This design comes from an exercise in tuning for small area, a short achievable clock period and few clock cycles per item on the open sky130 flow, not from production work.

Setup of P:
## euclidean_integer_divider_top
module euclidean_integer_divider_top #(
   parameter int KS = 2       
) (
   input  wire logic              clock,
   input  wire logic              reset,
   input  wire logic              req_valid,
   output logic                   req_ready,
   input  edv_pkg::req_type       req_data,
   output logic                   rsp_valid,
   input  wire logic              rsp_ready,
   output edv_pkg::rsp_type       rsp_data
);
Size in the first run: ~2400 cells after synthesis, about 190 flip-flops, about 100 I/O pins, about 15000 um^2 of cells after synthesis.
Settings: LEC_CHECK=0, CAP_MARGIN=20, CORE_MARGIN=2, CORE_UTILIZATION=40, PLACE_DENSITY=0.6, SETUP_SLACK_MARGIN=2.4, SLEW_MARGIN=20; clock period 5.0 ns.
standard.sh (not shown) runs the stock make flow with config.mk's settings and CLKGATE_MAP_FILE= SYNTH_SCRIPT=/design/flow/synth_recipe.tcl, a recipe that flattens the netlist after the stock synthesis.
==> flow/flow/run.sh <==
#!/bin/bash
# The standard layout (standard.sh), run in three parts, with these
# changes to how the layout is made:
# - synthesis does not extract full/half adders into sky130 fa/ha cells
#   before ABC (ADDER_MAP_FILE empty), so the carry-save and prefix logic
#   maps as gates;
# - ABC maps with flow/abc_speed.script (structural choices, then delay-
#   oriented mapping) instead of ORFS's, from a copy of ORFS's scripts folder
#   that differs only in that file;
# - during placement only, the delay cells (clkdlybuf4s*, dlygate*, dlymetal*)
#   are also don't-use, so the port buffers that placement inserts on every
#   input and output are plain buffers rather than delay cells.
# Registers, names and all other steps are the standard flow's. Each part's
# make output goes to its own log here; ORFS's per-step logs stay under
# orfs/logs.
set -euo pipefail
rm -rf scripts
cp -r "$FLOW_HOME/scripts" scripts
cp flow/abc_speed.script scripts/abc_speed.script
common=(SCRIPTS_DIR="$PWD/scripts" ADDER_MAP_FILE=)
bash standard.sh "${common[@]}" synth floorplan > flow_synth_floorplan.log 2>&1
du=$(make -s -C "$FLOW_HOME" DESIGN_CONFIG="$PWD/config.mk" WORK_HOME="$PWD/orfs" print-DONT_USE_CELLS | sed -n 's/^DONT_USE_CELLS: //p')
dly="sky130_fd_sc_hd__clkdlybuf4s15_1 sky130_fd_sc_hd__clkdlybuf4s15_2 sky130_fd_sc_hd__clkdlybuf4s18_1 sky130_fd_sc_hd__clkdlybuf4s18_2 sky130_fd_sc_hd__clkdlybuf4s25_1 sky130_fd_sc_hd__clkdlybuf4s25_2 sky130_fd_sc_hd__clkdlybuf4s50_1 sky130_fd_sc_hd__clkdlybuf4s50_2 sky130_fd_sc_hd__dlygate4sd1_1 sky130_fd_sc_hd__dlygate4sd2_1 sky130_fd_sc_hd__dlygate4sd3_1 sky130_fd_sc_hd__dlymetal6s2s_1 sky130_fd_sc_hd__dlymetal6s4s_1 sky130_fd_sc_hd__dlymetal6s6s_1"
bash standard.sh "${common[@]}" DONT_USE_CELLS="$du $dly" place > flow_place.log 2>&1
bash standard.sh "${common[@]}" finish > flow_finish.log 2>&1
==> flow/flow/abc_speed.script <==
strash
dch -f
map
topo
buffer -c
upsize -c
dnsize -c
For Q, these inputs were changed with respect to P:
Settings: SETUP_SLACK_MARGIN now 2.2, was 2.4.
==> comparison <==
Global router's overall resource usage was lower in the run labelled Q.
P -> Q: area after synthesis flat
For the final critical delay including setup and external delays, Q came in 0.0063 ns lower than P did.
Comparing Q and P, the higher non-clock buffer count is on P.
Relative to P, the wire length on met3 measured on Q has decreased by more than 10%.
P vs Q, endpoint of the most critical setup path: q_q[20] vs q_q[26]
| tightest hold margin | P vs Q | ≈ equal |
Relative to P, via count of the first global-routing pass has decreased by 251 in Q.
Input-level comparison between R and Q:
Settings: SETUP_SLACK_MARGIN changed from 2.2 to 2.6.
[summary]
- Changes observed in R relative to Q: first-iteration DRC count saw a decrease, number of standard cells in the layout, taps in and fillers out picked up an extra about 2.6%, critical path depth went up 2, sequential share of layout area -3.0 points, via count rose by 5.4%.
- The count of hold buffers inserted by post-cts repair was comparable across R and Q.
The following lists how S was set up differently from R:
Settings: SETUP_SLACK_MARGIN changed from 2.6 to 2.0.
Results
Result: PASS for each of R and S
Any difference in register clock-pin slew on the reported worst setup and hold paths between S and R is small enough to ignore.
Summary of S over R: total of clock buffers placed in the layout barely changed; area of all placed cells without fillers dropped 15%; area growth from synthesis to final layout dropped 20 points; total routed wirelength dropped 6400 um.
NOTE number of filler cells placed in the layout R->S increased by a little under 10%
Function was not checked in any run of this note: the RTL went through the layout flow alone.

==> afterwards: timing with drivers on the ports <==
The results above use ideal ports. As a check the final layouts listed here were re-extracted and re-timed, cells and wires unchanged.
Step 1 assumes that a clkbuf_16 drives the clock port and a buf_2 every other input.
Step 2 adds t to the input delays and takes it off the output delays; t is the mean of the earliest and latest rising clock arrival at the registers after step 1. Input paths then give back, and output paths get back, about the clock's delay inside the block.
a / b / c = ideal / step 1 / step 2; a / b = the first two.
run	shift t [ns]	setup slack, ns	hold WS [ns]
P	0.509	2.234 / 2.234 / 1.881	0.429 / 0.429 / 0.429
Q	0.507	2.240 / 2.240 / 1.838	0.429 / 0.429 / 0.429
R	0.514	2.187 / 2.187 / 1.925	0.432 / 0.432 / 0.432
S	0.508	2.036 / 2.070 / 1.562	0.425 / 0.425 / 0.425
After both steps setup and hold are still met in every run listed. For S, which loses most, drivers alone change the setup slack by +0.034 ns; drivers and shift together by -0.474 ns.
